Context: an optimization exercise on an open-source flow, tuned for small area, a short achievable clock period and few clock cycles per item. The choices shown serve that exercise and are no tape-out recipe. At most, simulation tests tie the RTL to the original design; equivalence was not proved. Function not checked in runs 1 to 4, 6 and 7: the RTL went through the layout flow alone. Power and IR drop assume default switching activity.

===== flow/config.mk =====
export PLATFORM = sky130hd
export DESIGN_NAME = longest_prefix_route_lookup
export DESIGN_NICKNAME = longest_prefix_route_lookup
export VERILOG_FILES = /design/flow/design.v
export SDC_FILE = /design/flow/constraint.sdc
export NUM_CORES = 4
export LEC_CHECK = 0
export ABC_CLOCK_PERIOD_IN_PS = 2500
export CAP_MARGIN = 20
export CORE_MARGIN = 2
export CORE_UTILIZATION = 40
export CTS_BUF_LIST = sky130_fd_sc_hd__clkbuf_16
export CTS_CLUSTER_DIAMETER = 60
export CTS_CLUSTER_SIZE = 24
export SETUP_SLACK_MARGIN = 2.5
export SLEW_MARGIN = 20

===== flow/constraint.sdc =====
create_clock -name core_clock -period 5.0 [get_ports {clk}]
set_input_delay 1.0000 -clock core_clock [delete_from_list [all_inputs] [get_ports {clk}]]
set_output_delay 1.0000 -clock core_clock [all_outputs]
set_load 0.01 [all_outputs]

===== flow/design.v =====
package lprl_pkg;
    localparam int ENTRIES = 16;
    localparam int ADDR_W  = 32;
    localparam int INDEX_W = 4;
    localparam int LEN_W   = 6;
    function automatic logic [LEN_W-1:0] lead_ones(input logic [ADDR_W-1:0] m);
        logic [LEN_W-1:0] n;
        n = LEN_W'(ADDR_W);
        for (int i = 0; i < ADDR_W; i++)
        begin
            if (!m[i])
            begin
                n = LEN_W'(ADDR_W - 1 - i);
            end
        end
        lead_ones = n;
    endfunction
endpackage
import lprl_pkg::*;
module lprl_ctrl
(
    input  logic [ENTRIES-1:0] alive_in,
    input  logic [ENTRIES-1:0] b1,
    input  logic [ENTRIES-1:0] b0,
    output logic [ENTRIES-1:0] alive_out,
    output logic [1:0]         best
);
    logic any_hi;
    logic any_11;
    logic any_b0;
    assign any_hi = |(alive_in & b1);
    assign any_11 = |(alive_in & b1 & b0);
    assign any_b0 = |(alive_in & b0);
    assign best[1] = any_hi;
    assign best[0] = any_hi ? any_11 : any_b0;
    always_comb
    begin
        for (int i = 0; i < ENTRIES; i++)
        begin
            alive_out[i] = alive_in[i] && (b1[i] == best[1]) && (b0[i] == best[0]);
        end
    end
endmodule
module lprl_step1
(
    input  logic [ENTRIES-1:0] alive_in,
    input  logic [ENTRIES-1:0] b0,
    output logic [ENTRIES-1:0] alive_out,
    output logic               best
);
    assign best      = |(alive_in & b0);
    assign alive_out = alive_in & (b0 | {ENTRIES{!best}});
endmodule
import lprl_pkg::*;
module lprl_dp
(
    input  logic [ADDR_W-1:0]              addr,
    input  logic [ENTRIES-1:0][ADDR_W-1:0] c1,
    input  logic [ENTRIES-1:0][ADDR_W-1:0] c0,
    output logic [ENTRIES-1:0]             match
);
    always_comb
    begin
        for (int i = 0; i < ENTRIES; i++)
        begin
            match[i] = (((c1[i] & ~addr) | (c0[i] & addr)) == '0);
        end
    end
endmodule
import lprl_pkg::*;
module longest_prefix_route_lookup
(
    input  logic               clk,
    input  logic               rst_n,
    input  logic               req_valid,
    output logic               req_ready,
    input  logic               req_func,
    input  logic [INDEX_W-1:0] req_entry_index,
    input  logic               req_entry_valid,
    input  logic [ADDR_W-1:0]  req_entry_prefix,
    input  logic [ADDR_W-1:0]  req_entry_mask,
    input  logic [ADDR_W-1:0]  req_lookup_addr,
    output logic               rsp_valid,
    input  logic               rsp_ready,
    output logic               rsp_hit,
    output logic [INDEX_W-1:0] rsp_best_index,
    output logic [LEN_W-1:0]   rsp_best_length
);
    logic [ENTRIES-1:0][ADDR_W-1:1] c1_mem;
    logic [ENTRIES-1:0][ADDR_W-1:1] c0_mem;
    logic [ENTRIES-1:0]             c1_b0;
    logic [ENTRIES-1:0]             c0_b0;
    logic [ENTRIES-1:0][2:0]        len543_mem;
    logic [ENTRIES-1:0][1:0]        len21_mem;
    logic [ENTRIES-1:0]             len0_mem;
    logic               adv;
    logic               acc;
    logic               wr;
    logic [ENTRIES-1:0] wr_sel;
    logic [ADDR_W-1:0]  wr_c1;
    logic [ADDR_W-1:0]  wr_c0;
    logic [LEN_W-1:0]   wr_len;
    logic               s1_v;
    logic [ENTRIES-1:0] s1_alive;
    logic               s2_v;
    logic [ENTRIES-1:0] s2_alive;
    logic [2:0]         s2_len;
    logic               s3_v;
    logic [ENTRIES-1:0] s3_alive;
    logic [4:0]         s3_len;
    logic               wa_v;
    logic [INDEX_W-1:0] wa_idx;
    logic [2:0]         wa_len;
    logic               wb_v;
    logic [INDEX_W-1:0] wb_idx;
    logic               wb_len;
    logic               out_v;
    logic               out_hit;
    logic [INDEX_W-1:0] out_idx;
    logic [LEN_W-1:0]   out_len;
    logic               sk_v;
    logic               sk_hit;
    logic [INDEX_W-1:0] sk_idx;
    logic [LEN_W-1:0]   sk_len;
    assign adv       = !sk_v;
    assign req_ready = adv;
    assign acc       = req_valid && adv;
    assign wr        = acc && (req_func == 1'b0);
    always_comb
    begin
        for (int i = 0; i < ENTRIES; i++)
        begin
            wr_sel[i] = wr && (req_entry_index == INDEX_W'(i));
        end
    end
    assign wr_c1  = (req_entry_prefix & req_entry_mask) | {31'd0, !req_entry_valid};
    assign wr_c0  = (~req_entry_prefix & req_entry_mask) | {31'd0, !req_entry_valid};
    assign wr_len = lprl_pkg::lead_ones(req_entry_mask);
    always_ff @(posedge clk)
    begin
        for (int i = 0; i < ENTRIES; i++)
        begin
            if (wr_sel[i])
            begin
                c1_mem[i]     <= wr_c1[ADDR_W-1:1];
                c0_mem[i]     <= wr_c0[ADDR_W-1:1];
                len543_mem[i] <= wr_len[5:3];
            end
            if (adv && wa_v && (wa_idx == INDEX_W'(i)))
            begin
                len21_mem[i] <= wa_len[2:1];
            end
            if (adv && wb_v && (wb_idx == INDEX_W'(i)))
            begin
                len0_mem[i] <= wb_len;
            end
        end
    end
    always_ff @(posedge clk or negedge rst_n)
    begin
        if (!rst_n)
        begin
            c1_b0 <= '1;
            c0_b0 <= '1;
        end
        else
        begin
            for (int i = 0; i < ENTRIES; i++)
            begin
                if (wr_sel[i])
                begin
                    c1_b0[i] <= wr_c1[0];
                    c0_b0[i] <= wr_c0[0];
                end
            end
        end
    end
    logic [ENTRIES-1:0] match;
    logic [ENTRIES-1:0][ADDR_W-1:0] c1_all;
    logic [ENTRIES-1:0][ADDR_W-1:0] c0_all;
    always_comb
    begin
        for (int i = 0; i < ENTRIES; i++)
        begin
            c1_all[i] = {c1_mem[i], c1_b0[i]};
            c0_all[i] = {c0_mem[i], c0_b0[i]};
        end
    end
    lprl_dp u_dp (
        .addr  (req_lookup_addr),
        .c1    (c1_all),
        .c0    (c0_all),
        .match (match)
    );
    logic [ENTRIES-1:0] b5, b4, b3, b2, b1, b0;
    logic [ENTRIES-1:0] alive43, alive2, alive3, alive4;
    logic [1:0]         best43, best21;
    logic               any32;
    logic               best0;
    always_comb
    begin
        for (int i = 0; i < ENTRIES; i++)
        begin
            b5[i] = len543_mem[i][2];
            b4[i] = len543_mem[i][1];
            b3[i] = len543_mem[i][0];
            b2[i] = len21_mem[i][1];
            b1[i] = len21_mem[i][0];
            b0[i] = len0_mem[i];
        end
    end
    assign any32  = |(s1_alive & b5);
    lprl_ctrl u_st43 (.alive_in(s1_alive), .b1(b4), .b0(b3), .alive_out(alive43), .best(best43));
    assign alive2 = any32 ? (s1_alive & b5) : alive43;
    lprl_ctrl  u_st21 (.alive_in(s2_alive), .b1(b2), .b0(b1), .alive_out(alive3), .best(best21));
    lprl_step1 u_st0  (.alive_in(s3_alive), .b0(b0), .alive_out(alive4), .best(best0));
    logic               enc_hit;
    logic [INDEX_W-1:0] enc_idx;
    logic [LEN_W-1:0]   enc_len;
    always_comb
    begin
        enc_hit = |alive4;
        enc_idx = '0;
        for (int i = ENTRIES - 1; i >= 0; i--)
        begin
            if (alive4[i])
            begin
                enc_idx = INDEX_W'(i);
            end
        end
    end
    assign enc_len = {s3_len, best0};
    always_ff @(posedge clk)
    begin
        if (adv)
        begin
            s1_alive <= (req_func == 1'b1) ? match : '0;
            s2_alive <= alive2;
            s2_len   <= {any32, any32 ? 2'b00 : best43};
            s3_alive <= alive3;
            s3_len   <= {s2_len, best21};
            wa_idx   <= req_entry_index;
            wa_len   <= wr_len[2:0];
            wb_idx   <= wa_idx;
            wb_len   <= wa_len[0];
        end
    end
    always_ff @(posedge clk or negedge rst_n)
    begin
        if (!rst_n)
        begin
            s1_v <= 1'b0;
            s2_v <= 1'b0;
            s3_v <= 1'b0;
            wa_v <= 1'b0;
            wb_v <= 1'b0;
        end
        else if (adv)
        begin
            s1_v <= acc;
            s2_v <= s1_v;
            s3_v <= s2_v;
            wa_v <= wr;
            wb_v <= wa_v;
        end
    end
    logic push;
    assign push = adv && s3_v;
    always_ff @(posedge clk or negedge rst_n)
    begin
        if (!rst_n)
        begin
            out_v <= 1'b0;
            sk_v  <= 1'b0;
        end
        else
        begin
            out_v <= sk_v || push || (out_v && !rsp_ready);
            sk_v  <= (sk_v || push) && out_v && !rsp_ready;
        end
    end
    always_ff @(posedge clk)
    begin
        if (!out_v || rsp_ready)
        begin
            if (sk_v)
            begin
                out_hit <= sk_hit;
                out_idx <= sk_idx;
                out_len <= sk_len;
            end
            else
            begin
                out_hit <= enc_hit;
                out_idx <= enc_idx;
                out_len <= enc_len;
            end
        end
        if (!sk_v)
        begin
            sk_hit <= enc_hit;
            sk_idx <= enc_idx;
            sk_len <= enc_len;
        end
    end
    assign rsp_valid       = out_v;
    assign rsp_hit         = out_hit;
    assign rsp_best_index  = out_idx;
    assign rsp_best_length = out_len;
endmodule

===== flow/run.sh =====
#!/bin/bash
# synth_recipe.tcl (not shown) runs the flow's synth.tcl, then flattens the netlist and writes it again
# the make line also repeats each setting of config.mk as NAME=value (left out here)
make -C /OpenROAD-flow-scripts/flow DESIGN_CONFIG=/design/flow/config.mk WORK_HOME=/design/flow/orfs CLKGATE_MAP_FILE= SYNTH_SCRIPT=/design/flow/synth_recipe.tcl finish

==> key figures, run 1 <==
Run status
  – Status: no timing/DRC/antenna violations

Detailed routing
  – WL met3: 18.14 mm
  – # DRC: 0
  – Uppermost routed layer: met5
  – Final ANT Viol Nets: 0
  – Routed wire per std cell: 35.18 µm
  – Vias: 27,644
  – Routed wire length: 160.2 mm
  – Met2 Wirelength: 73.92 mm
  – 1st-iter DRT viols: 4,221
  – Vias/cell: 6.070
  – Drt pass-1 iters: 5
  – Met1 WL: 59.88 mm

Logic synthesis
  – Syn nets: 2,696
  – Mapped Avg Cell Area: 17.81 µm²
  – Most common cell in the netlist: edfxtp_1
  – Top cell type's share of synthesized area: 0.7598
  – Top post-synthesis cells by count: edfxtp_1, mux2i_1, nand4_1
  – Syn Std Cell Area: 46,120 µm²
  – Async S/R FF share, synth: 0.03205
  – Number of synthesized register bits: 1,217
  – Synthesis Warnings: 3
  – Syn Inst Count: 2,590
  – Post-synth EDFFs: 1,167
  – Synth area leaders: edfxtp_1, mux2i_1, dfstp_2
  – Primary flip-flop cell chosen by synthesis mapping: edfxtp_1
  – Cell taking the most area after synthesis: edfxtp_1
  – Unique masters post-synth: 65
  – Sequential area share after synthesis: 0.7866

Global routing
  – Vias in the first global route: 25,880
  – Initial antenna violation count: 15
  – Total GRT Usage: 0.2674
  – First-pass GRT wire length: 214.4 mm
  – Largest net degree at the start of global routing: 70
  – Grt ovf: 0

Pwr
  – Pleak: 18.90 nW
  – Final total power: 23.15 mW
  – Pwr/cell area: 420.1 nW/µm²
  – Max rail drop VDD: 315.1 µV

Hold path
  – Hold Crit Start: s2_len[1]$_SDFFCE_PP0N_
  – HP Class: reg2reg

Timing
  – Max-slew violation count: 0
  – Minimum clock period: 2527 ps
  – Least-Margin Pin Slew: 1342 ps
  – Total negative slack: 0 ps
  – Period Utilization, post-route: 0.5054
  – Unrepaired setup endpoints after global routing: true
  – Peak Freq: 0.3957 GHz
  – Final Hold Fails: 0
  – Rel. slew slack: 0.1051
  – Final setup viols: 0
  – Clock Skew: 55.09 ps

Worst setup path
  – CP Launch Type: input pin
  – WP data required: 5530 ps
  – Worst Setup SP: req_lookup_addr[28]
  – Critical R2R Launch: s1_alive[6]$_SDFFCE_PN0N_
  – Crit. End Element: register
  – CP Data Arrival Time: 3060 ps
  – Setup Crit Path Kind: in2reg
  – Critical Path Fanout Max: 9

Placed design
  – # port buffers: 118
  – Final GP Congestion: 0.9726
  – DP HPWL: 103.8 mm

CTS
  – CTS Buf Count: 89
  – Clock Latency Late Sink: 720 ps
  – Clk buf depth: 3
  – Clock transition at path regs: 90 ps
  – CTS sink count: 1,217
  – Clk root buf: clkbuf_16
  – CTS tree: yes
  – Max H-tree Level: 3

Die
  – Row Count: 124
  – Die Wd: 343.6 µm
  – Die height: 343.6 µm
  – Die footprint: 118,000 µm²
  – Num ports: 119
  – Core area: 114,300 µm²
  – Starting Density: 0.4033

Layout
  – Layout cells sized above 1: 0.2090
  – Area growth, synth to finish: 19.47%
  – Nets@finish: 3,068

Flow run
  – Max-cap viol count: 0
[placed cells by master (no fill, tap or decap), drive strengths merged, types with 18 or more instances in the layout]
cell type	synthesis	layout
nand3	78	78
nand2	82	82
clkinv	0	41
clkdlybuf4s50	0	67
o221a	20	20
clkbuf	21	104
mux2	18	18
buf	60	253
nand4	113	113
o21a	22	22
nor3	47	47
edfxtp	1167	1167
inv	54	73
a22oi	74	74
a221oi	47	47
and2	37	37
nor2b	31	31
a21oi	24	24
a22o	30	30
nor2	84	84
mux2i	371	371
o21ai	49	49
dfstp	32	32
[sequential cells by signal (all words and copies together) (netlist names), 3 cells and up]
signal	cells
c1_b0	16
sk_len	6
out_idx	4
s3_alive	16
wa_idx	4
c0_b0	16
sk_idx	4
s2_alive	16
len21_mem	32
s3_len	5
len543_mem	48
out_len	6
s2_len	3
s1_alive	16
c0_mem	496
c1_mem	496
len0_mem	16
wb_idx	4
wa_len	3
[per-stage QoR]
step / hold slack, ps / cell area (µm²) / setup WS, ps / std cells / utilization
global route: 440.3 / 55090 / 2467 / 4551 / 0.4818
detailed placement: 410.2 / 50170 / 511.4 / 4282 / 0.4388
global placement: 410.6 / 50160 / 400.6 / 4282 / 0.4387
finish: 425.8 / 55100 / 2473 / 4554 / 0.4819
floorplan: 400.3 / 46240 / 1170 / 2590 / -
CTS: 425.1 / 54530 / 2250 / 4517 / 0.4769
[critical path, cell delays in order]
cell and delay [ps]:
clkdlybuf4s18_2 460, mux2i_1 320, nand4_1 450, nor2_2 470, nand4_1 170, nor4_2 180
[final cells by class]
class                           instances  area [µm²]
Fill cell                            9434       59250
Multi-Input combinational cell       1240        9837
Antenna cell                            4       10.01
Timing Repair Buffer                  360        3581
Sequential cell                      1217       36280
Clock inverter                         76       942.2
Clock buffer                           91        2277
Inverter                               54       280.3
Tap cell                             1512        1892
[cells by family (layout without fill, tap and decap cells)]
group / Yosys count / count (layout) / share of synthesized area
flops: 1217 / 1217 / 0.7866
buf+inv: 135 / 581 / 0.01362
simple gates: 532 / 534 / 0.06139
compound gates: 307 / 307 / 0.05146
xor+xnor: 10 / 10 / 0.001899
mux: 389 / 389 / 0.08499
other cells: 0 / 4 / 0
[where the power goes]
part | internal, mW | switching, mW
registers | 11.9 | 0.444
clock network | 3.84 | 4.04
logic | 1.05 | 1.88
total | 16.8 | 6.36
[repair_timing]
action | in CTS | in global routing
resized for setup | 258 | 91
pin swaps | 26 | 21
endpoints found under the setup margin | 789 | 414
cloned | 2 | 4
hold buffers | 0 | 0
setup buffers | 66 | 28
[layer usage]
metal | vias to the layer above | GRT usage
li1 | 11177 | -
met1 | 14228 | 0.3530
met2 | 1892 | 0.4252
met3 | 341 | 0.06316
met4 | 6 | 0.1130
met5 | - | 0
[worst paths after layout]
kind / cells past startpoint / slack (ps) / to
hold / removal: 0 / 430 / s3_len[3]$_DFFE_PN_
setup / recovery: 6 / 2470 / s1_alive[12]$_SDFFCE_PN0N_
hold reg to reg: 0 / 430 / s3_len[3]$_DFFE_PN_
max in group asynchronous: 1 / 3990 / s3_v$_DFFE_PN0N_
setup reg to reg: 9 / 2570 / s2_alive[4]$_DFFE_PN_
min in group asynchronous: 1 / 450 / out_v$_DFF_PN0_
==> run 2: changes to the inputs <==
--- a/flow/config.mk
+++ b/flow/config.mk
@@ -10,7 +10,7 @@
 export CORE_MARGIN = 2
 export CORE_UTILIZATION = 40
 export CTS_BUF_LIST = sky130_fd_sc_hd__clkbuf_16
-export CTS_CLUSTER_DIAMETER = 60
-export CTS_CLUSTER_SIZE = 24
+export CTS_CLUSTER_DIAMETER = 120
+export CTS_CLUSTER_SIZE = 28
 export SETUP_SLACK_MARGIN = 2.5
 export SLEW_MARGIN = 20
==> key figures, run 2 <==
Timing
  – Worst Setup Slack, final: 2428 ps
  – Total negative slack: 0 ps
  – Least-Margin Pin Slew: 1340 ps
  – Clock Skew: 42.44 ps
  – Final Hold Fails: 0
  – Unrepaired setup endpoints after global routing: true
  – Minimum clock period: 2572 ps
  – Period Utilization, post-route: 0.5145
  – Rel. slew slack: 0.1068
  – Peak Freq: 0.3888 GHz
  – Max-slew violation count: 0
  – Final setup viols: 0

Run status
  – Status: no timing/DRC/antenna violations

Logic synthesis
  – Top cell type's share of synthesized area: 0.7598
  – Unique masters post-synth: 65
  – Compound-Gate Fraction of Synth Area: 0.05146
  – Primary flip-flop cell chosen by synthesis mapping: edfxtp_1
  – Cell taking the most area after synthesis: edfxtp_1
  – Synthesis Warnings: 3
  – Syn Std Cell Area: 46,120 µm²
  – Async S/R FF share, synth: 0.03205
  – Simple-Gate Fraction of Synth Area: 0.06139
  – Number of synthesized register bits: 1,217
  – Syn Inst Count: 2,590
  – Top post-synthesis cells by count: edfxtp_1, mux2i_1, nand4_1
  – Mapped Avg Cell Area: 17.81 µm²
  – Post-synth EDFFs: 1,167
  – Most common cell in the netlist: edfxtp_1
  – Main combinational cell family by area after synthesis: multiplexers
  – Synth Area in XOR/XNOR: 0.001899
  – Sequential area share after synthesis: 0.7866
  – Post-Synth Adder-Cell Area: 0
  – Syn nets: 2,696
  – Synth area leaders: edfxtp_1, mux2i_1, dfstp_2
  – Post-synthesis mux area share: 0.08499

Pwr
  – Internal power: 14.74 mW
  – Max rail drop VDD: 285.2 µV
  – Sw frac: 0.2668
  – Sequential Power Share: 0.614
  – Pleak: 17.97 nW
  – Combinational cell fraction of total power: 0.143
  – Clock share of power: 0.243
  – NetSw: 5.364 mW
  – Pwr/cell area: 378.4 nW/µm²

CTS
  – Clk root buf: clkbuf_16
  – Clock Latency Late Sink: 720 ps
  – Hold_buf cts: 0
  – Clk buf depth: 3
  – CTS Buf Count: 49
  – CTS sink count: 1,217
  – Max H-tree Level: 2
  – CTS tree: yes
  – Clock transition at path regs: 110 ps

Layout
  – Multi-input gate area: 9861 µm²
  – Most frequent cells in the layout: edfxtp_1, mux2i_1, buf_4, nand4_1, nand2_1
  – Largest regs: c0_mem (496), c1_mem (496), len543_mem (48)
  – Fillers: 9,609
  – Layout cells sized above 1: 0.1762
  – Area growth, synth to finish: 15.18%
  – Nets@finish: 3,016
  – Fin cells: 4,446
  – Most common cell after layout, fill and taps aside: edfxtp_1
  – Register area: 36,280 µm²

Global routing
  – Grt ovf: 0
  – Vias in the first global route: 25,356
  – Total GRT Usage: 0.2645
  – Largest net degree at the start of global routing: 70
  – First-pass GRT wire length: 211.7 mm
  – Initial antenna violation count: 13

Worst setup path
  – Slowest cell on crit path: nor2_2
  – CP Data Arrival Time: 3100 ps
  – Top cell by count, worst path: nand4_1
  – CP Buf/Inv Count: 1
  – Crit. End Element: register
  – Critical path's top delay family: simple AND/OR/NAND/NOR gates
  – Critical Path Fanout Max: 9
  – Critical path depth: 6
  – CP Cell Sequence: clkdlybuf4s15_2, mux2i_1, nand4_1, nor2_2, nand4_1, nor4_2
  – Worst r2r path cells: 7
  – Setup Crit Path Kind: in2reg
  – WP data required: 5530 ps
  – CP peak stage delay: 480 ps
  – CP Launch Type: input pin

Die
  – Starting Density: 0.4033
  – Die footprint: 118,000 µm²
  – Core area: 114,300 µm²
  – Num ports: 119
  – Die height: 343.6 µm
  – Row Count: 124
  – Die Wd: 343.6 µm

Placed design
  – Placed Instances: 4,282
  – DP HPWL: 103.8 mm
  – # port buffers: 118
  – DP Worst Slack: 511.4 ps
  – Final GP Congestion: 0.9726

Detailed routing
  – Routed wire length: 158.1 mm
  – # DRC: 0
  – Vias: 27,108
  – Drt pass-1 iters: 6
  – Routed wire per std cell: 35.55 µm
  – 1st-iter DRT viols: 4,132
  – Vias/cell: 6.097
  – Final ANT Viol Nets: 0

Flow run
  – Max-cap viol count: 0

Hold path
  – HP Class: in2async
[run 2: cell counts after synthesis]
No cell type changed its count.
[run 2: repair_timing]
action,4_1_cts,5_1_grt
setup buffers,55,31
gates cloned,1,2
pin swaps,28,17
setup endpoints to repair,769,335
resized for setup,242,90
[run 2: final cells by class]
type	count	share of cell area
antenna	6	0.0002826
clock buffer	49	0.02308
timing repair buffer	348	0.06444
tap	1512	0.03561
inverter	54	0.005229
sequential	1217	0.6830
multi-input combinational	1240	0.1856
clock inverter	20	0.002756
[run 2: cell families (layout without fill, tap and decap cells)]
| group | count (synthesis) | after routing |
|---|---|---|
| muxes | 389 | 389 |
| DFF | 1217 | 1217 |
| xor gates and xnor gates | 10 | 10 |
| other | 0 | 6 |
| AOI/OAI and AO/OA | 307 | 307 |
| and+or+nand+nor | 532 | 534 |
| buffers and inverters | 135 | 471 |
[run 2: layer usage]
metal	up-vias	track usage	wire length (µm)
met3	289	0.06051	18330
met4	8	0.09434	6844
met2	1842	0.4256	74010
met1	13996	0.3531	58830
li1	10973	-	-
met5	-	0	55
[run 2: path summary, 6_finish.rpt]
path / slack [ps] / to / from
worst max-delay path: 2430 / s1_alive[12]$_SDFFCE_PN0N_ / req_lookup_addr[28]
worst min-delay path: 430 / wb_v$_DFFE_PN0N_ / rst_n
worst max register to register: 2550 / s2_alive[5]$_DFFE_PN_ / s1_alive[4]$_SDFFCE_PN0N_
worst min register to register: 430 / s3_len[3]$_DFFE_PN_ / s2_len[1]$_SDFFCE_PP0N_
max in group asynchronous: 4020 / s1_v$_DFFE_PN0N_ / rst_n
min in group core_clock: 430 / s3_len[3]$_DFFE_PN_ / s2_len[1]$_SDFFCE_PP0N_
[run 2: power by group through the flow]
| stage | clock network (mW) | logic, mW | registers, mW |
|---|---|---|---|
| final | 4.88 | 2.88 | 12.3 |
| after global routing | 5.25 | 3.04 | 12.4 |
| after CTS | 4.92 | 2.73 | 12.3 |
| after floorplan | 0 | 1.45 | 12.4 |
| after global placement | 0 | 2.54 | 12.6 |
| after detailed placement | 0 | 2.55 | 12.6 |
[run 2: through the flow]
step           utilization  area [µm²]  power [mW]  hold slack (ps)
2_1_floorplan            -       46240       13.81            400.3
3_3_place_gp        0.4387       50160       15.12            410.6
3_5_place_dp        0.4388       50170       15.15            410.2
4_1_cts             0.4598       52570       19.99            434.6
5_1_grt             0.4645       53110       20.68            438.3
6_report            0.4646       53120       20.10            427.5
==> run 3: changes to the inputs <==
--- a/flow/config.mk
+++ b/flow/config.mk
@@ -9,8 +9,8 @@
 export CAP_MARGIN = 20
 export CORE_MARGIN = 2
 export CORE_UTILIZATION = 40
-export CTS_BUF_LIST = sky130_fd_sc_hd__clkbuf_16
-export CTS_CLUSTER_DIAMETER = 120
-export CTS_CLUSTER_SIZE = 28
+export CTS_BUF_LIST = sky130_fd_sc_hd__clkbuf_8
+export CTS_CLUSTER_DIAMETER = 50
+export CTS_CLUSTER_SIZE = 16
 export SETUP_SLACK_MARGIN = 2.5
 export SLEW_MARGIN = 20
==> key figures, run 3 <==
Timing
  – Unrepaired setup endpoints after global routing: true
  – Clock Skew: 89.93 ps
  – Final setup viols: 0
  – Worst Setup Slack, final: 2451 ps
  – Least-Margin Pin Slew: 1350 ps
  – Final Hold Fails: 0
  – Period Utilization, post-route: 0.5098
  – Minimum clock period: 2549 ps
  – Max-slew violation count: 0
  – Rel. slew slack: 0.09974
  – Peak Freq: 0.3923 GHz
  – Total negative slack: 0 ps

Die
  – Num ports: 119
  – Die footprint: 118,000 µm²
  – Starting Density: 0.4033
  – Die height: 343.6 µm
  – Die Wd: 343.6 µm
  – Row Count: 124
  – Core area: 114,300 µm²

Worst setup path
  – CP Data Arrival Time: 3190 ps
  – Slowest cell on crit path: or4_1
  – CP peak stage delay: 560 ps
  – Worst Setup SP: req_lookup_addr[3]
  – Worst r2r dst: s2_alive[5]$_DFFE_PN_
  – Critical R2R Launch: s1_alive[0]$_SDFFCE_PN0N_
  – Setup Crit Path Kind: in2reg
  – WP data required: 5640 ps
  – CP Launch Type: input pin
  – Crit. End Element: register
  – Worst r2r path cells: 7
  – Critical Path Sink: s1_alive[12]$_SDFFCE_PN0N_
  – Internal reg-to-reg setup slack: 2530 ps
  – Critical Path Fanout Max: 11
  – CP Cell Sequence: buf_2, buf_4, mux2i_1, nand4_1, or4_1, nor4_2

Layout
  – Most frequent cells in the layout: edfxtp_1, mux2i_1, buf_4, nand4_1, clkbuf_8
  – Area growth, synth to finish: 16.93%
  – Most common cell after layout, fill and taps aside: edfxtp_1
  – Largest regs: c0_mem (496), c1_mem (496), len543_mem (48)
  – Nets@finish: 3,073
  – Final Util: 0.4716
  – Layout cells sized above 1: 0.2035

CTS
  – CTS Buf Count: 108
  – Clock transition at path regs: 100 ps
  – CTS tree: yes
  – Clock Latency Late Sink: 840 ps
  – Clk root buf: clkbuf_8
  – CTS sink count: 1,217
  – Clk buf depth: 3
  – Max H-tree Level: 3

Placed design
  – Final GP Congestion: 0.9726
  – DP Worst Slack: 511.4 ps
  – DP HPWL: 103.8 mm
  – # port buffers: 118

Logic synthesis
  – Syn Std Cell Area: 46,120 µm²
  – Mapped Avg Cell Area: 17.81 µm²
  – Primary flip-flop cell chosen by synthesis mapping: edfxtp_1
  – Syn nets: 2,696
  – Top cell type's share of synthesized area: 0.7598
  – Cell taking the most area after synthesis: edfxtp_1
  – Top post-synthesis cells by count: edfxtp_1, mux2i_1, nand4_1
  – Synth area leaders: edfxtp_1, mux2i_1, dfstp_2
  – Synthesis Warnings: 3
  – Most common cell in the netlist: edfxtp_1
  – Number of synthesized register bits: 1,217
  – Syn Inst Count: 2,590
  – Post-synth EDFFs: 1,167
  – Unique masters post-synth: 65
  – Async S/R FF share, synth: 0.03205
  – Sequential area share after synthesis: 0.7866

Detailed routing
  – Vias: 27,435
  – 1st-iter DRT viols: 4,266
  – Routed wire per std cell: 34.97 µm
  – Drt pass-1 iters: 7
  – Vias/cell: 6.003
  – Routed wire length: 159.8 mm
  – Final ANT Viol Nets: 0
  – # DRC: 0

Global routing
  – First-pass GRT wire length: 215.4 mm
  – Vias in the first global route: 26,075
  – Largest net degree at the start of global routing: 70
  – Total GRT Usage: 0.2688
  – Initial antenna violation count: 10
  – Grt ovf: 0

Pwr
  – Max rail drop VDD: 206.7 µV
  – Pwr/cell area: 401.5 nW/µm²
  – Pleak: 18.39 nW

Flow run
  – Max-cap viol count: 0

Hold path
  – HP Class: in2async

Run status
  – Status: no timing/DRC/antenna violations
-- run 3: cell counts after synthesis --
No cell type changed its count.
-- run 3: power breakdown --
part / switching (mW) / internal (mW) / total, mW
logic: 1.86 / 1.04 / 2.90
clock network: 3.57 / 2.83 / 6.40
registers: 0.460 / 11.9 / 12.3
total: 5.90 / 15.8 / 21.7
-- run 3: logic make-up (layout without fill, tap and decap cells) --
logic type	after synthesis	after routing	share of synthesized area
flip-flops	1217	1217	0.7866
AND/OR/NAND/NOR	532	534	0.06139
multiplexers	389	389	0.08499
AO/OA/AOI/OAI	307	307	0.05146
buffers and inverters	135	589	0.01362
XOR/XNOR	10	10	0.001899
other	0	12	0
-- run 3: area by class of cell --
type | instances | area [µm²]
diodes | 12 | 30.03
clock buffers | 110 | 1514
clock inverters | 79 | 869.6
fillers | 9575 | 60420
inverters | 54 | 255.2
multi-input cells | 1240 | 9734
flip-flops and latches | 1217 | 36280
well taps | 1512 | 1892
repair buffers | 346 | 3354
-- run 3: worst min path at each step --
stage,start,to,slack (ps),depth (start not counted)
finish,rst_n,out_v$_DFF_PN0_,350,1
detailed placement,s2_len[2]$_DFFE_PN_,s3_len[4]$_DFFE_PN_,410,0
global route,rst_n,s1_v$_DFFE_PN0N_,400,1
floorplan,s2_len[0]$_SDFFCE_PP0N_,s3_len[2]$_DFFE_PN_,400,0
global placement,s2_len[2]$_DFFE_PN_,s3_len[4]$_DFFE_PN_,410,0
CTS,rst_n,s1_v$_DFFE_PN0N_,350,1
-- run 3: worst max-delay path: cells and delay by family --
family	cells	cell delay, ps
muxes	1	380
buffers and inverters	2	620
and+or+nand+nor	3	1170
-- run 3: per-stage QoR --
stage / instance area (µm²) / total power [mW] / instances / hold slack (ps)
final: 53930 / 21.65 / 4570 / 347.7
after global routing: 53900 / 22.28 / 4559 / 397.3
after CTS: 53540 / 21.54 / 4532 / 345.2
after detailed placement: 50170 / 15.15 / 4282 / 410.2
after global placement: 50160 / 15.12 / 4282 / 410.6
after floorplan: 46240 / 13.81 / 2590 / 400.3
-- run 3: per-layer routing --
metal  global-route usage  share of wire  routed length [µm]
met4               0.1081          0.043                6950
met2               0.4273           0.47               74820
met1               0.3593           0.38               60160
met5                    0              0                   0
met3              0.06034           0.11               17890
-- run 3: repair_timing --
item	CTS	global route
hold buffers	0	0
gates cloned	3	0
setup endpoints to repair	656	264
buffers inserted	58	25
pin swaps	19	15
resized for setup	203	72
==> run 4: changes to the inputs <==
==> flow/flow/run.sh (new file) <==
#!/bin/bash
# The standard layout with a few settings of ORFS's own changed:
#  - port buffers are buf_2 instead of the delay cell buffer_ports picks by default
#  - the resizer may swap a cell for one with another footprint
#  - clock tree: large sink clusters of clkbuf_16, no dummy loads
set -uo pipefail
bash standard.sh \
  MATCH_CELL_FOOTPRINT=0 \
  "BUFFER_PORTS_ARGS=-buffer_cell sky130_fd_sc_hd__buf_2" \
  "CTS_ARGS=-sink_clustering_enable -repair_clock_nets -buf_list sky130_fd_sc_hd__clkbuf_16 -sink_clustering_size 28 -sink_clustering_max_diameter 120 -dont_use_dummy_load" \
  finish > flow.log 2>&1
==> flow/standard.sh (new file) <==
#!/bin/bash
# synth_recipe.tcl (not shown) runs the flow's synth.tcl, then flattens the netlist and writes it again
# the make line also repeats each setting of config.mk as NAME=value (left out here)
make -C /OpenROAD-flow-scripts/flow DESIGN_CONFIG=/design/flow/config.mk WORK_HOME=/design/flow/orfs CLKGATE_MAP_FILE= SYNTH_SCRIPT=/design/flow/synth_recipe.tcl "${@:-finish}"
--- a/flow/config.mk
+++ b/flow/config.mk
@@ -9,8 +9,8 @@
 export CAP_MARGIN = 20
 export CORE_MARGIN = 2
 export CORE_UTILIZATION = 40
-export CTS_BUF_LIST = sky130_fd_sc_hd__clkbuf_8
-export CTS_CLUSTER_DIAMETER = 50
-export CTS_CLUSTER_SIZE = 16
+export CTS_BUF_LIST = sky130_fd_sc_hd__clkbuf_16
+export CTS_CLUSTER_DIAMETER = 120
+export CTS_CLUSTER_SIZE = 28
 export SETUP_SLACK_MARGIN = 2.5
 export SLEW_MARGIN = 20
removed: flow/run.sh
==> key figures, run 4 <==
Global routing
  – Largest net degree at the start of global routing: 70
  – Initial antenna violation count: 17
  – First-pass GRT wire length: 214.6 mm
  – Vias in the first global route: 25,626
  – Grt ovf: 0
  – Total GRT Usage: 0.2673

CTS
  – Clk buf depth: 3
  – Clk root buf: clkbuf_16
  – CTS tree: yes
  – Max H-tree Level: 2
  – Clock Latency Late Sink: 710 ps
  – Hold_buf cts: 0
  – CTS Buf Count: 49
  – CTS sink count: 1,217
  – Clock transition at path regs: 110 ps

Worst setup path
  – Worst Setup SP: req_lookup_addr[11]
  – Setup Crit Path Kind: in2reg
  – Critical Path Fanout Max: 13
  – CP Launch Type: input pin
  – Critical Path Sink: s1_alive[1]$_SDFFCE_PN0N_
  – Critical R2R Launch: s1_alive[11]$_SDFFCE_PN0N_
  – CP Data Arrival Time: 3070 ps
  – Worst r2r path cells: 10
  – Internal reg-to-reg setup slack: 2530 ps
  – Crit. End Element: register
  – Worst r2r dst: s2_alive[4]$_DFFE_PN_
  – WP data required: 5420 ps

Timing
  – Least-Margin Pin Slew: 1271 ps
  – Period Utilization, post-route: 0.5306
  – Peak Freq: 0.3769 GHz
  – Final setup viols: 0
  – Unrepaired setup endpoints after global routing: true
  – Max-slew violation count: 0
  – Minimum clock period: 2653 ps
  – Final Hold Fails: 0
  – Clock Skew: 101.0 ps
  – Rel. slew slack: 0.1526
  – Total negative slack: 0 ps

Die
  – Die Wd: 343.6 µm
  – Die height: 343.6 µm
  – Starting Density: 0.4033
  – Core area: 114,300 µm²
  – Row Count: 124
  – Num ports: 119
  – Die footprint: 118,000 µm²

Logic synthesis
  – Synth area leaders: edfxtp_1, mux2i_1, dfstp_2
  – Unique masters post-synth: 65
  – Top post-synthesis cells by count: edfxtp_1, mux2i_1, nand4_1
  – Top cell type's share of synthesized area: 0.7598
  – Most common cell in the netlist: edfxtp_1
  – Primary flip-flop cell chosen by synthesis mapping: edfxtp_1
  – Cell taking the most area after synthesis: edfxtp_1
  – Mapped Avg Cell Area: 17.81 µm²
  – Syn Std Cell Area: 46,120 µm²
  – Number of synthesized register bits: 1,217
  – Syn Inst Count: 2,590
  – Sequential area share after synthesis: 0.7866
  – Post-synth EDFFs: 1,167
  – Syn nets: 2,696
  – Async S/R FF share, synth: 0.03205
  – Synthesis Warnings: 3

Pwr
  – Final total power: 19.88 mW
  – Pleak: 17.39 nW
  – Max rail drop VDD: 266.8 µV
  – Pwr/cell area: 385.3 nW/µm²

Detailed routing
  – Routed wire length: 159.2 mm
  – Routed wire per std cell: 36.64 µm
  – Uppermost routed layer: met5
  – Final ANT Viol Nets: 0
  – # DRC: 0
  – Drt pass-1 iters: 7
  – Vias/cell: 6.189
  – Vias: 26,896
  – WL met3: 15.82 mm
  – Met1 WL: 62.08 mm
  – Met2 Wirelength: 75.25 mm
  – 1st-iter DRT viols: 4,222

Run status
  – Status: no timing/DRC/antenna violations

Layout
  – Fin cells: 4,346
  – Area growth, synth to finish: 11.88%
  – Finished Cell Area: 51,600 µm²
  – Fillers: 9,783
  – Most frequent cells in the layout: edfxtp_1, mux2i_1, buf_4, nand4_1, buf_2
  – Largest regs: c0_mem (496), c1_mem (496), len543_mem (48)
  – Nets@finish: 2,939
  – Most common cell after layout, fill and taps aside: edfxtp_1
  – Layout cells sized above 1: 0.1791

Flow run
  – Max-cap viol count: 0

Placed design
  – DP HPWL: 103.9 mm
  – Placed Instances: 4,251
  – Area after DPL: 49,300 µm²
  – Final GP Congestion: 0.9267
  – # port buffers: 118

Hold path
  – HP Class: reg2reg
run 4: worst min path at each step:
stage	from	end	slack [ps]	cells past startpoint
2_1_floorplan	s2_len[0]$_SDFFCE_PP0N_	s3_len[2]$_DFFE_PN_	400	0
3_3_place_gp	sk_idx[2]$_DFF_P_	sk_idx[2]$_DFF_P_	430	2
3_5_place_dp	sk_idx[1]$_DFF_P_	sk_idx[1]$_DFF_P_	460	2
4_1_cts	rst_n	s1_v$_DFFE_PN0N_	480	1
5_1_grt	sk_idx[3]$_DFF_P_	sk_idx[3]$_DFF_P_	500	2
6_report	sk_idx[1]$_DFF_P_	sk_idx[1]$_DFF_P_	470	2
run 4: where the power goes:
| part | leakage (nW) | internal (mW) | total (mW) | switching (mW) |
|---|---|---|---|---|
| Clock | 0.604 | 1.77 | 4.76 | 2.99 |
| Combinational | 5.52 | 0.947 | 2.80 | 1.85 |
| Sequential | 11.3 | 11.9 | 12.3 | 0.445 |
run 4: final cells by class:
cell class	count	area, µm²	share of cell area
Sequential cell	1217	36280	0.7031
Multi-Input combinational cell	1240	9709	0.1882
Timing Repair Buffer	271	2202	0.04268
Tap cell	1512	1892	0.03666
Clock buffer	49	1226	0.02376
Inverter	54	281.5	0.005456
Antenna cell	3	7.507	0.0001455
run 4: through the flow:
stage / setup slack [ps] / util / hold WS, ps
2_1_floorplan: 1195 / - / 400.3
3_3_place_gp: 655.6 / 0.4310 / 432.0
3_5_place_dp: 694.5 / 0.4312 / 458.5
4_1_cts: 2252 / 0.4481 / 475.2
5_1_grt: 2379 / 0.4512 / 504.3
6_report: 2347 / 0.4513 / 472.8
run 4: what timing repair did:
action | CTS | global route
setup buffers | 31 | 10
gates cloned | 0 | 2
resized for setup | 144 | 68
pin swaps | 22 | 9
setup endpoints to repair | 586 | 137
endpoints found under the hold margin | 0 | 0
run 4: critical path: stages:
cell	delay, ps
buf_6	280
inv_1	140
a22oi_1	330
nand4_1	340
nor4_4	390
nand3_2	190
nor4_4	380
run 4: kinds of logic after synthesis:
family / Yosys count / synth area share
DFF: 1217 / 0.7866
AOI/OAI and AO/OA: 307 / 0.05146
xor gates and xnor gates: 10 / 0.001899
and+or+nand+nor: 532 / 0.06139
buffers and inverters: 135 / 0.01362
muxes: 389 / 0.08499
run 4: metal layers:
| metal | track usage | vias to the layer above |
|---|---|---|
| met5 | 0 | - |
| met4 | 0.08697 | 4 |
| met3 | 0.03879 | 229 |
| met2 | 0.4332 | 1757 |
| met1 | 0.3726 | 14100 |
| li1 | - | 10806 |
==> run 5: changes to the inputs <==
--- a/flow/design.v
+++ b/flow/design.v
@@ -45,11 +45,33 @@
 (
     input  logic [ENTRIES-1:0] alive_in,
     input  logic [ENTRIES-1:0] b0,
-    output logic [ENTRIES-1:0] alive_out,
+    output logic               hit,
+    output logic [INDEX_W-1:0] idx,
     output logic               best
 );
-    assign best      = |(alive_in & b0);
-    assign alive_out = alive_in & (b0 | {ENTRIES{!best}});
+    logic [ENTRIES-1:0] set;
+    logic [INDEX_W-1:0] idx_set;
+    logic [INDEX_W-1:0] idx_all;
+    assign set  = alive_in & b0;
+    assign best = |set;
+    assign hit  = |alive_in;
+    always_comb
+    begin
+        idx_set = '0;
+        idx_all = '0;
+        for (int i = ENTRIES - 1; i >= 0; i--)
+        begin
+            if (set[i])
+            begin
+                idx_set = INDEX_W'(i);
+            end
+            if (alive_in[i])
+            begin
+                idx_all = INDEX_W'(i);
+            end
+        end
+    end
+    assign idx = best ? idx_set : idx_all;
 endmodule
 import lprl_pkg::*;
 module lprl_dp
@@ -57,13 +79,15 @@
     input  logic [ADDR_W-1:0]              addr,
     input  logic [ENTRIES-1:0][ADDR_W-1:0] c1,
     input  logic [ENTRIES-1:0][ADDR_W-1:0] c0,
-    output logic [ENTRIES-1:0]             match
+    output logic [ENTRIES-1:0]             match_hi,
+    output logic [ENTRIES-1:0]             match_lo
 );
     always_comb
     begin
         for (int i = 0; i < ENTRIES; i++)
         begin
-            match[i] = (((c1[i] & ~addr) | (c0[i] & addr)) == '0);
+            match_hi[i] = (((c1[i][31:16] & ~addr[31:16]) | (c0[i][31:16] & addr[31:16])) == '0);
+            match_lo[i] = (((c1[i][15:0] & ~addr[15:0]) | (c0[i][15:0] & addr[15:0])) == '0);
         end
     end
 endmodule
@@ -101,6 +125,8 @@
     logic [ADDR_W-1:0]  wr_c0;
     logic [LEN_W-1:0]   wr_len;
     logic               s1_v;
+    logic [ENTRIES-1:0] s1_hi;
+    logic [ENTRIES-1:0] s1_lo;
     logic [ENTRIES-1:0] s1_alive;
     logic               s2_v;
     logic [ENTRIES-1:0] s2_alive;
@@ -175,7 +201,8 @@
             end
         end
     end
-    logic [ENTRIES-1:0] match;
+    logic [ENTRIES-1:0] match_hi;
+    logic [ENTRIES-1:0] match_lo;
     logic [ENTRIES-1:0][ADDR_W-1:0] c1_all;
     logic [ENTRIES-1:0][ADDR_W-1:0] c0_all;
     always_comb
@@ -190,10 +217,12 @@
         .addr  (req_lookup_addr),
         .c1    (c1_all),
         .c0    (c0_all),
-        .match (match)
+        .match_hi (match_hi),
+        .match_lo (match_lo)
     );
+    assign s1_alive = s1_hi & s1_lo;
     logic [ENTRIES-1:0] b5, b4, b3, b2, b1, b0;
-    logic [ENTRIES-1:0] alive43, alive2, alive3, alive4;
+    logic [ENTRIES-1:0] alive43, alive2, alive3;
     logic [1:0]         best43, best21;
     logic               any32;
     logic               best0;
@@ -213,28 +242,17 @@
     lprl_ctrl u_st43 (.alive_in(s1_alive), .b1(b4), .b0(b3), .alive_out(alive43), .best(best43));
     assign alive2 = any32 ? (s1_alive & b5) : alive43;
     lprl_ctrl  u_st21 (.alive_in(s2_alive), .b1(b2), .b0(b1), .alive_out(alive3), .best(best21));
-    lprl_step1 u_st0  (.alive_in(s3_alive), .b0(b0), .alive_out(alive4), .best(best0));
     logic               enc_hit;
     logic [INDEX_W-1:0] enc_idx;
     logic [LEN_W-1:0]   enc_len;
-    always_comb
-    begin
-        enc_hit = |alive4;
-        enc_idx = '0;
-        for (int i = ENTRIES - 1; i >= 0; i--)
-        begin
-            if (alive4[i])
-            begin
-                enc_idx = INDEX_W'(i);
-            end
-        end
-    end
+    lprl_step1 u_st0  (.alive_in(s3_alive), .b0(b0), .hit(enc_hit), .idx(enc_idx), .best(best0));
     assign enc_len = {s3_len, best0};
     always_ff @(posedge clk)
     begin
         if (adv)
         begin
-            s1_alive <= (req_func == 1'b1) ? match : '0;
+            s1_hi    <= (req_func == 1'b1) ? match_hi : '0;
+            s1_lo    <= match_lo;
             s2_alive <= alive2;
             s2_len   <= {any32, any32 ? 2'b00 : best43};
             s3_alive <= alive3;
--- a/flow/config.mk
+++ b/flow/config.mk
@@ -8,9 +8,6 @@
 export ABC_CLOCK_PERIOD_IN_PS = 2500
 export CAP_MARGIN = 20
 export CORE_MARGIN = 2
-export CORE_UTILIZATION = 40
-export CTS_BUF_LIST = sky130_fd_sc_hd__clkbuf_16
-export CTS_CLUSTER_DIAMETER = 120
-export CTS_CLUSTER_SIZE = 28
+export CORE_UTILIZATION = 60
 export SETUP_SLACK_MARGIN = 2.5
 export SLEW_MARGIN = 20
==> key figures, run 5 <==
Run status
  – Status: no timing/DRC/antenna violations

Detailed routing
  – Routed wire length: 124.4 mm
  – 1st-iter DRT viols: 3,019
  – Drt pass-1 iters: 6
  – Vias/cell: 6.548
  – Final ANT Viol Nets: 0
  – # DRC: 0
  – Vias: 25,111
  – Routed wire per std cell: 32.43 µm

Die
  – Die footprint: 80,420 µm²
  – Die height: 283.6 µm
  – Num ports: 119
  – Starting Density: 0.6055
  – Row Count: 102
  – Core area: 77,470 µm²
  – Die Wd: 283.6 µm

Logic synthesis
  – Primary flip-flop cell chosen by synthesis mapping: edfxtp_1
  – Synth area leaders: edfxtp_1, mux2i_1, dfstp_2
  – Most common cell in the netlist: edfxtp_1
  – Top post-synthesis cells by count: edfxtp_1, mux2i_1, nand4_1
  – Sequential area share after synthesis: 0.7838
  – Post-synth EDFFs: 1,183
  – Mapped Avg Cell Area: 18.11 µm²
  – Async S/R FF share, synth: 0.03163
  – Cell taking the most area after synthesis: edfxtp_1
  – Syn nets: 2,696
  – Unique masters post-synth: 64
  – Syn Inst Count: 2,590
  – Synthesis Warnings: 4
  – Syn Std Cell Area: 46,900 µm²
  – Top cell type's share of synthesized area: 0.7574
  – Number of synthesized register bits: 1,233

Worst setup path
  – CP Launch Type: register
  – WP data required: 5460 ps
  – Crit. End Element: register
  – Setup Crit Path Kind: reg2reg
  – CP Data Arrival Time: 3000 ps
  – Critical Path Fanout Max: 13

Timing
  – Unrepaired setup endpoints after global routing: true
  – Peak Freq: 0.3927 GHz
  – Total negative slack: 0 ps
  – Final Hold Fails: 0
  – Minimum clock period: 2546 ps
  – Clock Skew: 47.10 ps
  – Least-Margin Pin Slew: 1198 ps
  – Final setup viols: 0
  – Period Utilization, post-route: 0.5092
  – Rel. slew slack: 0.1979
  – Max-slew violation count: 0

Layout
  – Layout cells sized above 1: 0.1545
  – Register area: 36,760 µm²
  – Fin cells: 3,835
  – Most frequent cells in the layout: edfxtp_1, mux2i_1, nand4_1, buf_2, nand3_1
  – Area growth, synth to finish: 9.398%
  – Fillers: 5,286
  – Most common cell after layout, fill and taps aside: edfxtp_1
  – Final Util: 0.6624
  – Nets@finish: 2,898
  – Multi-input gate area: 10,140 µm²
  – Largest regs: c0_mem (496), c1_mem (496), len543_mem (48)

Pwr
  – Pwr/cell area: 391.3 nW/µm²
  – Max rail drop VDD: 412.2 µV
  – Pleak: 17.73 nW

CTS
  – Clk root buf: clkbuf_16
  – Clk buf depth: 3
  – CTS sink count: 1,233
  – Clock transition at path regs: 110 ps
  – CTS tree: yes
  – CTS Buf Count: 50
  – Hold_buf cts: 0
  – Max H-tree Level: 2
  – Clock Latency Late Sink: 650 ps

Global routing
  – First-pass GRT wire length: 174.0 mm
  – Total GRT Usage: 0.3077
  – Grt ovf: 0
  – Vias in the first global route: 24,161
  – Largest net degree at the start of global routing: 69
  – Initial antenna violation count: 13

Hold path
  – HP Class: reg2reg

Placed design
  – # port buffers: 118
  – Final GP Congestion: 0.8871
  – Placed Instances: 3,731
  – DP HPWL: 78.14 mm

Flow run
  – Max-cap viol count: 0
-- run 5: changes by cell type in the layout (fill, tap and decap cells not counted), sizes merged, moves of 17 or more --
cell    previous run  this run
mux2i            371       513
a22oi             74        10
buf              264       221
a221oi            47        13
nor4              16        40
nor3              47        25
o21a              22         1
o21ai             49        28
a22o              30        11
nand2             82        65
-- run 5: path summary, 6_finish.rpt --
kind | start | end | slack, ps | cells after the start
max in group asynchronous | rst_n | sk_v$_DFF_PN0_ | 3900 | 1
worst min register to register | s2_len[2]$_DFFE_PN_ | s3_len[4]$_DFFE_PN_ | 420 | 0
worst max-delay path | s1_hi[2]$_SDFFCE_PN0N_ | s2_alive[5]$_DFFE_PN_ | 2450 | 7
worst min-delay path | s2_len[2]$_DFFE_PN_ | s3_len[4]$_DFFE_PN_ | 420 | 0
worst max register to register | s1_hi[2]$_SDFFCE_PN0N_ | s2_alive[5]$_DFFE_PN_ | 2450 | 7
min in group asynchronous | rst_n | s3_v$_DFFE_PN0N_ | 510 | 1
-- run 5: metrics by stage --
stage                     instance area, µm²  setup WS, ps  power, mW  hold WS (ps)
final                                  51310          2454      20.08         421.8
after global routing                   51300          2358      20.68         440.9
after CTS                              50980          2379      19.97         427.6
after detailed placement               49290          1643      15.17         404.5
after global placement                 49270          1675      15.14         406.6
after floorplan                        47080          1031      14.07         400.3
-- run 5: cell families (layout without fill, tap and decap cells) --
family | count (synthesis) | count (layout) | synth area share
AOI/OAI and AO/OA | 151 | 151 | 0.02449
buffers and inverters | 106 | 304 | 0.008883
DFF | 1233 | 1233 | 0.7838
muxes | 546 | 546 | 0.1175
other | 0 | 5 | 0
and+or+nand+nor | 554 | 556 | 0.06538
-- run 5: cell type report --
| class | count | share of cell area |
|---|---|---|
| inverters | 29 | 0.002609 |
| repair buffers | 225 | 0.03341 |
| clock buffers | 50 | 0.02438 |
| well taps | 1040 | 0.02536 |
| multi-input cells | 1253 | 0.1975 |
| diodes | 5 | 0.0002438 |
| flip-flops and latches | 1233 | 0.7165 |
-- run 5: power breakdown --
group	leakage, nW	internal (mW)	total (mW)	switching, mW
registers	11.4	12.1	12.6	0.505
logic	5.67	1.07	2.85	1.79
clock network	0.616	1.80	4.67	2.87
-- run 5: routing by layer --
layer	vias to the layer above	GRT usage	part of all wire
li1	10702	-	-
met2	1250	0.4897	0.47
met1	12939	0.4386	0.40
met4	8	0.09405	0.035
met3	212	0.05732	0.099
met5	-	0	0.00045
-- run 5: timing repair --
| item | in CTS | in global routing |
|---|---|---|
| cloned | 3 | 1 |
| endpoints found under the setup margin | 886 | 440 |
| setup buffers | 24 | 20 |
| resized for setup | 42 | 21 |
| pin swaps | 11 | 7 |
-- run 5: critical path: stages, from the launching register on --
cell	delay, ps
edfxtp_1	530
buf_4	200
nand3_1	140
o2111ai_1	210
nor4_4	420
inv_4	170
or4_1	500
o211ai_1	180
Testbench counts of run 5, summed over its fixed seeds: cycles 2,560, items 2,528.
==> run 6: changes to the inputs <==
--- a/flow/design.v
+++ b/flow/design.v
@@ -145,11 +145,12 @@
     logic [INDEX_W-1:0] out_idx;
     logic [LEN_W-1:0]   out_len;
     logic               sk_v;
+    logic               rdy_q;
     logic               sk_hit;
     logic [INDEX_W-1:0] sk_idx;
     logic [LEN_W-1:0]   sk_len;
     assign adv       = !sk_v;
-    assign req_ready = adv;
+    assign req_ready = rdy_q;
     assign acc       = req_valid && adv;
     assign wr        = acc && (req_func == 1'b0);
     always_comb
@@ -290,11 +291,13 @@
         begin
             out_v <= 1'b0;
             sk_v  <= 1'b0;
+            rdy_q <= 1'b1;
         end
         else
         begin
             out_v <= sk_v || push || (out_v && !rsp_ready);
             sk_v  <= (sk_v || push) && out_v && !rsp_ready;
+            rdy_q <= !((sk_v || push) && out_v && !rsp_ready);
         end
     end
     always_ff @(posedge clk)
--- a/flow/config.mk
+++ b/flow/config.mk
@@ -8,6 +8,9 @@
 export ABC_CLOCK_PERIOD_IN_PS = 2500
 export CAP_MARGIN = 20
 export CORE_MARGIN = 2
-export CORE_UTILIZATION = 60
-export SETUP_SLACK_MARGIN = 2.5
+export CORE_UTILIZATION = 40
+export CTS_BUF_LIST = sky130_fd_sc_hd__clkbuf_16
+export CTS_CLUSTER_DIAMETER = 120
+export CTS_CLUSTER_SIZE = 28
+export SETUP_SLACK_MARGIN = 2.8
 export SLEW_MARGIN = 20
==> key figures, run 6 <==
Worst setup path
  – CP Cell Sequence: buf_6, nand3_4, o2111ai_4, nor4_4, bufinv_8, or4_4, o211ai_2
  – Slowest cell on crit path: edfxtp_1
  – CP peak stage delay: 540 ps
  – Crit. End Element: register
  – CP Data Arrival Time: 2930 ps
  – CP Launch Type: register
  – Critical path's top delay family: simple AND/OR/NAND/NOR gates
  – Setup Crit Path Kind: reg2reg
  – Critical Path Fanout Max: 4
  – WP data required: 5500 ps
  – CP Buf/Inv Count: 2

Detailed routing
  – Uppermost routed layer: met5
  – Routed wire length: 134.2 mm
  – Vias/cell: 5.739
  – # DRC: 0
  – Vias: 25,630
  – Final ANT Viol Nets: 0
  – WL met3: 11.32 mm
  – Met1 WL: 54.73 mm
  – Met2 Wirelength: 63.90 mm
  – Routed wire per std cell: 30.05 µm
  – Drt pass-1 iters: 6
  – 1st-iter DRT viols: 2,821

Logic synthesis
  – Cell taking the most area after synthesis: edfxtp_1
  – Syn Inst Count: 2,611
  – Post-synthesis mux area share: 0.1111
  – Top post-synthesis cells by count: edfxtp_1, mux2i_1, nand4_1
  – Syn nets: 2,717
  – Sequential area share after synthesis: 0.7838
  – Compound-Gate Fraction of Synth Area: 0.02765
  – Syn Std Cell Area: 46,930 µm²
  – Post-Synth Adder-Cell Area: 0
  – Synth area leaders: edfxtp_1, mux2i_1, dfstp_2
  – Synth Area in XOR/XNOR: 0
  – Number of synthesized register bits: 1,234
  – Simple-Gate Fraction of Synth Area: 0.06761
  – Main combinational cell family by area after synthesis: multiplexers
  – Unique masters post-synth: 66
  – Async S/R FF share, synth: 0.03241
  – Primary flip-flop cell chosen by synthesis mapping: edfxtp_1
  – Synthesis Warnings: 4
  – Mapped Avg Cell Area: 17.97 µm²
  – Top cell type's share of synthesized area: 0.7569
  – Most common cell in the netlist: edfxtp_1
  – Post-synth EDFFs: 1,183

Die
  – Die Wd: 346.5 µm
  – Die footprint: 120,100 µm²
  – Num ports: 119
  – Starting Density: 0.4039
  – Die height: 346.5 µm
  – Row Count: 125
  – Core area: 116,200 µm²

Placed design
  – DP Worst Slack: 1607 ps
  – DP HPWL: 77.18 mm
  – Final GP Congestion: 0.8392
  – # port buffers: 118

Timing
  – Period Utilization, post-route: 0.4854
  – Unrepaired setup endpoints after global routing: true
  – Clock Skew: 71.45 ps
  – Peak Freq: 0.4120 GHz
  – Worst Setup Slack, final: 2573 ps
  – Final setup viols: 0
  – Rel. slew slack: 0.1778
  – Least-Margin Pin Slew: 1233 ps
  – Max-slew violation count: 0
  – Total negative slack: 0 ps
  – Minimum clock period: 2427 ps
  – Final Hold Fails: 0

CTS
  – Hold_buf cts: 0
  – CTS Buf Count: 50
  – Clock Latency Late Sink: 710 ps
  – Max H-tree Level: 2
  – Clk buf depth: 3
  – CTS sink count: 1,234
  – Clk root buf: clkbuf_16
  – CTS tree: yes
  – Clock transition at path regs: 110 ps

Layout
  – Largest regs: c0_mem (496), c1_mem (496), len543_mem (48)
  – Nets@finish: 3,046
  – Fillers: 9,592
  – Area growth, synth to finish: 16.57%
  – Most common cell after layout, fill and taps aside: edfxtp_1
  – Layout cells sized above 1: 0.2114
  – Final Util: 0.4708
  – Most frequent cells in the layout: edfxtp_1, mux2i_1, nand4_1, buf_4, buf_2

Global routing
  – Vias in the first global route: 24,562
  – Grt ovf: 0
  – Largest net degree at the start of global routing: 70
  – Initial antenna violation count: 17
  – Total GRT Usage: 0.2148
  – First-pass GRT wire length: 182.6 mm

Pwr
  – Pwr/cell area: 381.5 nW/µm²
  – Pleak: 18.87 nW
  – Max rail drop VDD: 302.2 µV

Hold path
  – HP Class: reg2reg

Run status
  – Status: no timing/DRC/antenna violations

Flow run
  – Max-cap viol count: 0
-- run 6: changes by cell type in the layout (fill, tap and decap cells not counted), moves of 12 or more --
cell       previous run  this run
buf_4                75       108
clkbuf_16            52        83
buf_6                 9        34
nand3_2               2        18
mux2_4               15         0
buf_12               16        30
buf_2               117       103
a22oi_1              10        23
o211ai_1             14         1
nor2_1               65        77
-- run 6: path summary, 6_finish.rpt --
| kind | startpoint | cells after the start | slack, ps | endpoint |
|---|---|---|---|---|
| max reg2reg | s1_lo[0]$_DFFE_PN_ | 7 | 2570 | s2_alive[8]$_DFFE_PN_ |
| min reg2reg | s2_len[0]$_SDFFCE_PP0N_ | 0 | 440 | s3_len[2]$_DFFE_PN_ |
| min | s2_len[0]$_SDFFCE_PP0N_ | 0 | 440 | s3_len[2]$_DFFE_PN_ |
| max | s1_lo[0]$_DFFE_PN_ | 7 | 2570 | s2_alive[8]$_DFFE_PN_ |
| min in group asynchronous | rst_n | 1 | 500 | c0_b0[8]$_DFFE_PN1P_ |
| max in group asynchronous | rst_n | 2 | 4200 | rdy_q$_DFF_PN1_ |
-- run 6: cell type report --
type                            instances  area, µm²  share of cell area
Timing Repair Buffer                  344       3710             0.06781
Inverter                               32      239.0            0.004368
Multi-Input combinational cell       1268      10700              0.1955
Sequential cell                      1234      36790              0.6724
Clock buffer                           50       1251             0.02287
Timing Repair inverter                 10      106.4            0.001944
Tap cell                             1524       1907             0.03485
Antenna cell                            4      10.01           0.0001830
-- run 6: cell families after synthesis --
logic type | after synthesis
DFF | 1234
and+or+nand+nor | 579
muxes | 520
AOI/OAI and AO/OA | 169
buffers and inverters | 109
-- run 6: timing repair --
action / in CTS / in global routing
setup buffers: 61 / 32
pin swaps: 38 / 24
gates cloned: 49 / 21
setup endpoints to repair: 1179 / 840
resized for setup: 232 / 127
-- run 6: report_power, final --
part           total [mW]  switching (mW)  leakage, nW  internal, mW
Combinational        3.58            2.18         6.80          1.40
Sequential           12.6           0.503         11.5          12.1
Clock                4.70            2.90        0.616          1.80
Total                20.9            5.58         18.9          15.3
-- run 6: metal layers --
layer	vias to the layer above	track usage
met5	-	0
met4	18	0.06220
met3	167	0.04249
met2	1124	0.3469
met1	13285	0.2957
li1	11036	-
-- run 6: per-stage QoR --
stage	cells	cell area (µm²)	hold WS (ps)	total power, mW
2_1_floorplan	2611	47030	400.3	14.09
3_3_place_gp	4247	49830	410.5	15.10
3_5_place_dp	4248	49850	415.2	15.15
4_1_cts	4408	53440	441.1	20.56
5_1_grt	4462	54700	449.2	21.51
6_report	4466	54710	441.2	20.87
==> run 7: changes to the inputs <==
--- a/flow/config.mk
+++ b/flow/config.mk
@@ -12,5 +12,5 @@
 export CTS_BUF_LIST = sky130_fd_sc_hd__clkbuf_16
 export CTS_CLUSTER_DIAMETER = 120
 export CTS_CLUSTER_SIZE = 28
-export SETUP_SLACK_MARGIN = 2.8
+export SETUP_SLACK_MARGIN = 2.5
 export SLEW_MARGIN = 20
==> key figures, run 7 <==
Run status
  – Status: no timing/DRC/antenna violations

Placed design
  – # port buffers: 118
  – DP HPWL: 77.18 mm
  – Final GP Congestion: 0.8392
  – Placed Instances: 4,248

Global routing
  – Grt ovf: 0
  – Total GRT Usage: 0.2016
  – Vias in the first global route: 23,956
  – Initial antenna violation count: 18
  – Largest net degree at the start of global routing: 70
  – First-pass GRT wire length: 172.8 mm

Logic synthesis
  – Async S/R FF share, synth: 0.03241
  – Syn Inst Count: 2,611
  – Top cell type's share of synthesized area: 0.7569
  – Unique masters post-synth: 66
  – Syn nets: 2,717
  – Cell taking the most area after synthesis: edfxtp_1
  – Post-synth EDFFs: 1,183
  – Sequential area share after synthesis: 0.7838
  – Syn Std Cell Area: 46,930 µm²
  – Synth area leaders: edfxtp_1, mux2i_1, dfstp_2
  – Synthesis Warnings: 4
  – Mapped Avg Cell Area: 17.97 µm²
  – Number of synthesized register bits: 1,234
  – Primary flip-flop cell chosen by synthesis mapping: edfxtp_1
  – Top post-synthesis cells by count: edfxtp_1, mux2i_1, nand4_1
  – Most common cell in the netlist: edfxtp_1

Detailed routing
  – # DRC: 0
  – Routed wire per std cell: 28.57 µm
  – Final ANT Viol Nets: 0
  – Vias/cell: 5.674
  – Drt pass-1 iters: 7
  – Routed wire length: 124.2 mm
  – 1st-iter DRT viols: 2,761
  – Vias: 24,669

CTS
  – CTS Buf Count: 50
  – Max H-tree Level: 2
  – Hold_buf cts: 0
  – Clk root buf: clkbuf_16
  – Clk buf depth: 3
  – CTS sink count: 1,234
  – Clock Latency Late Sink: 700 ps
  – Clock transition at path regs: 110 ps
  – CTS tree: yes

Die
  – Num ports: 119
  – Core area: 116,200 µm²
  – Die Wd: 346.5 µm
  – Starting Density: 0.4039
  – Die height: 346.5 µm
  – Die footprint: 120,100 µm²
  – Row Count: 125

Worst setup path
  – Crit. End Element: register
  – Worst r2r path cells: 6
  – CP Data Arrival Time: 2910 ps
  – Setup Crit Path Kind: in2reg
  – Critical Path Fanout Max: 16
  – WP data required: 5390 ps
  – CP Launch Type: input pin

Layout
  – Most common cell after layout, fill and taps aside: edfxtp_1
  – Largest regs: c0_mem (496), c1_mem (496), len543_mem (48)
  – Fin cells: 4,348
  – Nets@finish: 2,930
  – Register area: 36,790 µm²
  – Fillers: 9,861
  – Area growth, synth to finish: 10.74%
  – Multi-input gate area: 10,080 µm²
  – Layout cells sized above 1: 0.1545
  – Most frequent cells in the layout: edfxtp_1, mux2i_1, nand4_1, buf_2, nand3_1

Timing
  – Period Utilization, post-route: 0.5028
  – Final setup viols: 0
  – Least-Margin Pin Slew: 1191 ps
  – Total negative slack: 0 ps
  – Unrepaired setup endpoints after global routing: true
  – Peak Freq: 0.3978 GHz
  – Clock Skew: 68.81 ps
  – Rel. slew slack: 0.2058
  – Final Hold Fails: 0
  – Max-slew violation count: 0
  – Minimum clock period: 2514 ps

Pwr
  – Pleak: 17.74 nW
  – Pwr/cell area: 386.2 nW/µm²
  – Max rail drop VDD: 300.0 µV

Hold path
  – Hold depth: 0
  – HP Class: reg2reg

Flow run
  – Max-cap viol count: 0
[run 7: worst max-delay path, cell delays in order]
cell and delay (ps):
buf_2 670, mux2i_1 280, nand4_1 200, nor4_1 720
[run 7: timing repair]
item / 4_1_cts / 5_1_grt
resized for setup: 64 / 48
setup endpoints to repair: 935 / 424
pin swaps: 4 / 8
gates cloned: 3 / 4
buffers inserted: 18 / 23
endpoints found under the hold margin: 0 / 0
[run 7: worst paths after layout]
check / startpoint / end / slack, ps
min in group asynchronous: rst_n / wa_v$_DFFE_PN0N_ / 520
worst max register to register: s1_hi[13]$_SDFFCE_PN0N_ / s2_alive[8]$_DFFE_PN_ / 2530
worst max-delay path: req_lookup_addr[25] / s1_hi[12]$_SDFFCE_PN0N_ / 2490
worst min-delay path: s2_len[0]$_SDFFCE_PP0N_ / s3_len[2]$_DFFE_PN_ / 440
worst min register to register: s2_len[0]$_SDFFCE_PP0N_ / s3_len[2]$_DFFE_PN_ / 440
max in group asynchronous: rst_n / s3_v$_DFFE_PN0N_ / 3860
[run 7: metal layers]
layer / global-route usage / vias up / wire length, µm
met3: 0.03867 / 182 / 9913
met2: 0.3278 / 982 / 59000
li1: - / 10777 / -
met1: 0.2759 / 12706 / 51280
met4: 0.05945 / 22 / 3886
met5: 0 / - / 144
[run 7: layout make-up]
| class | instances | area share |
|---|---|---|
| Sequential cell | 1234 | 0.7078 |
| Multi-Input combinational cell | 1268 | 0.1939 |
| Tap cell | 1524 | 0.03669 |
| Timing Repair Buffer | 235 | 0.03274 |
| Clock buffer | 50 | 0.02407 |
| Inverter | 32 | 0.004333 |
| Timing Repair inverter | 3 | 0.0003852 |
| Antenna cell | 2 | 0.00009630 |
[run 7: cells by family after synthesis]
| family | after synthesis | synth area share |
|---|---|---|
| buf+inv | 109 | 0.009784 |
| mux | 520 | 0.1111 |
| compound gates | 169 | 0.02765 |
| simple gates | 579 | 0.06761 |
| flops | 1234 | 0.7838 |
[run 7: through the flow]
stage / setup slack, ps / utilization / hold WS [ps] / total power, mW / cell area (µm²)
6_report: 2486 / 0.4473 / 439.7 / 20.07 / 51970
3_5_place_dp: 1607 / 0.4290 / 415.2 / 15.15 / 49850
3_3_place_gp: 1631 / 0.4288 / 410.5 / 15.10 / 49830
4_1_cts: 2454 / 0.4432 / 441.1 / 19.86 / 51510
5_1_grt: 2416 / 0.4472 / 449.2 / 20.75 / 51970
2_1_floorplan: 1121 / - / 400.3 / 14.09 / 47030
[run 7: report_power, final]
part / leakage [nW] / internal, mW / switching [mW]
Combinational: 5.67 / 0.992 / 1.83
Clock: 0.616 / 1.80 / 2.88
Sequential: 11.5 / 12.1 / 0.489
Total: 17.7 / 14.9 / 5.20

re-timing with driven ports:
No port has a modelled driver above. Below, the same layouts with a new extraction and two added sets of constraints. Step 1: set_driving_cell puts a clkbuf_16 on clk and a buf_2 on each other input, an assumption about the parent block. Step 2 moves the port delays by t, midway between the first and last clock arrival at a register: inputs arrive t later, outputs are due t later. That takes back most of the time a late clock gives input paths. Slacks: ideal ports / drivers / drivers and shift; pairs: ideal ports / drivers.
| run | shift t [ns] | setup WS [ns] | worst register clock-pin slew, ns |
|---|---|---|---|
| run 1 | 0.766 | 2.473 / 2.506 / 1.749 | 0.09 / 0.09 |
| run 2 | 0.774 | 2.428 / 2.472 / 1.698 | 0.12 / 0.12 |
| run 3 | 0.863 | 2.451 / 2.473 / 1.611 | 0.10 / 0.10 |
| run 4 | 0.733 | 2.347 / 2.377 / 1.645 | 0.12 / 0.12 |
| run 5 | 0.686 | 2.454 / 2.454 / 1.810 | 0.12 / 0.12 |
| run 6 | 0.728 | 2.573 / 2.573 / 2.083 | 0.11 / 0.11 |
| run 7 | 0.722 | 2.486 / 2.526 / 1.806 | 0.11 / 0.11 |
After both steps every run listed still meets setup and hold. The setup slack of run 3, which loses most, moves by +0.022 ns with the drivers and by -0.840 ns with both steps.
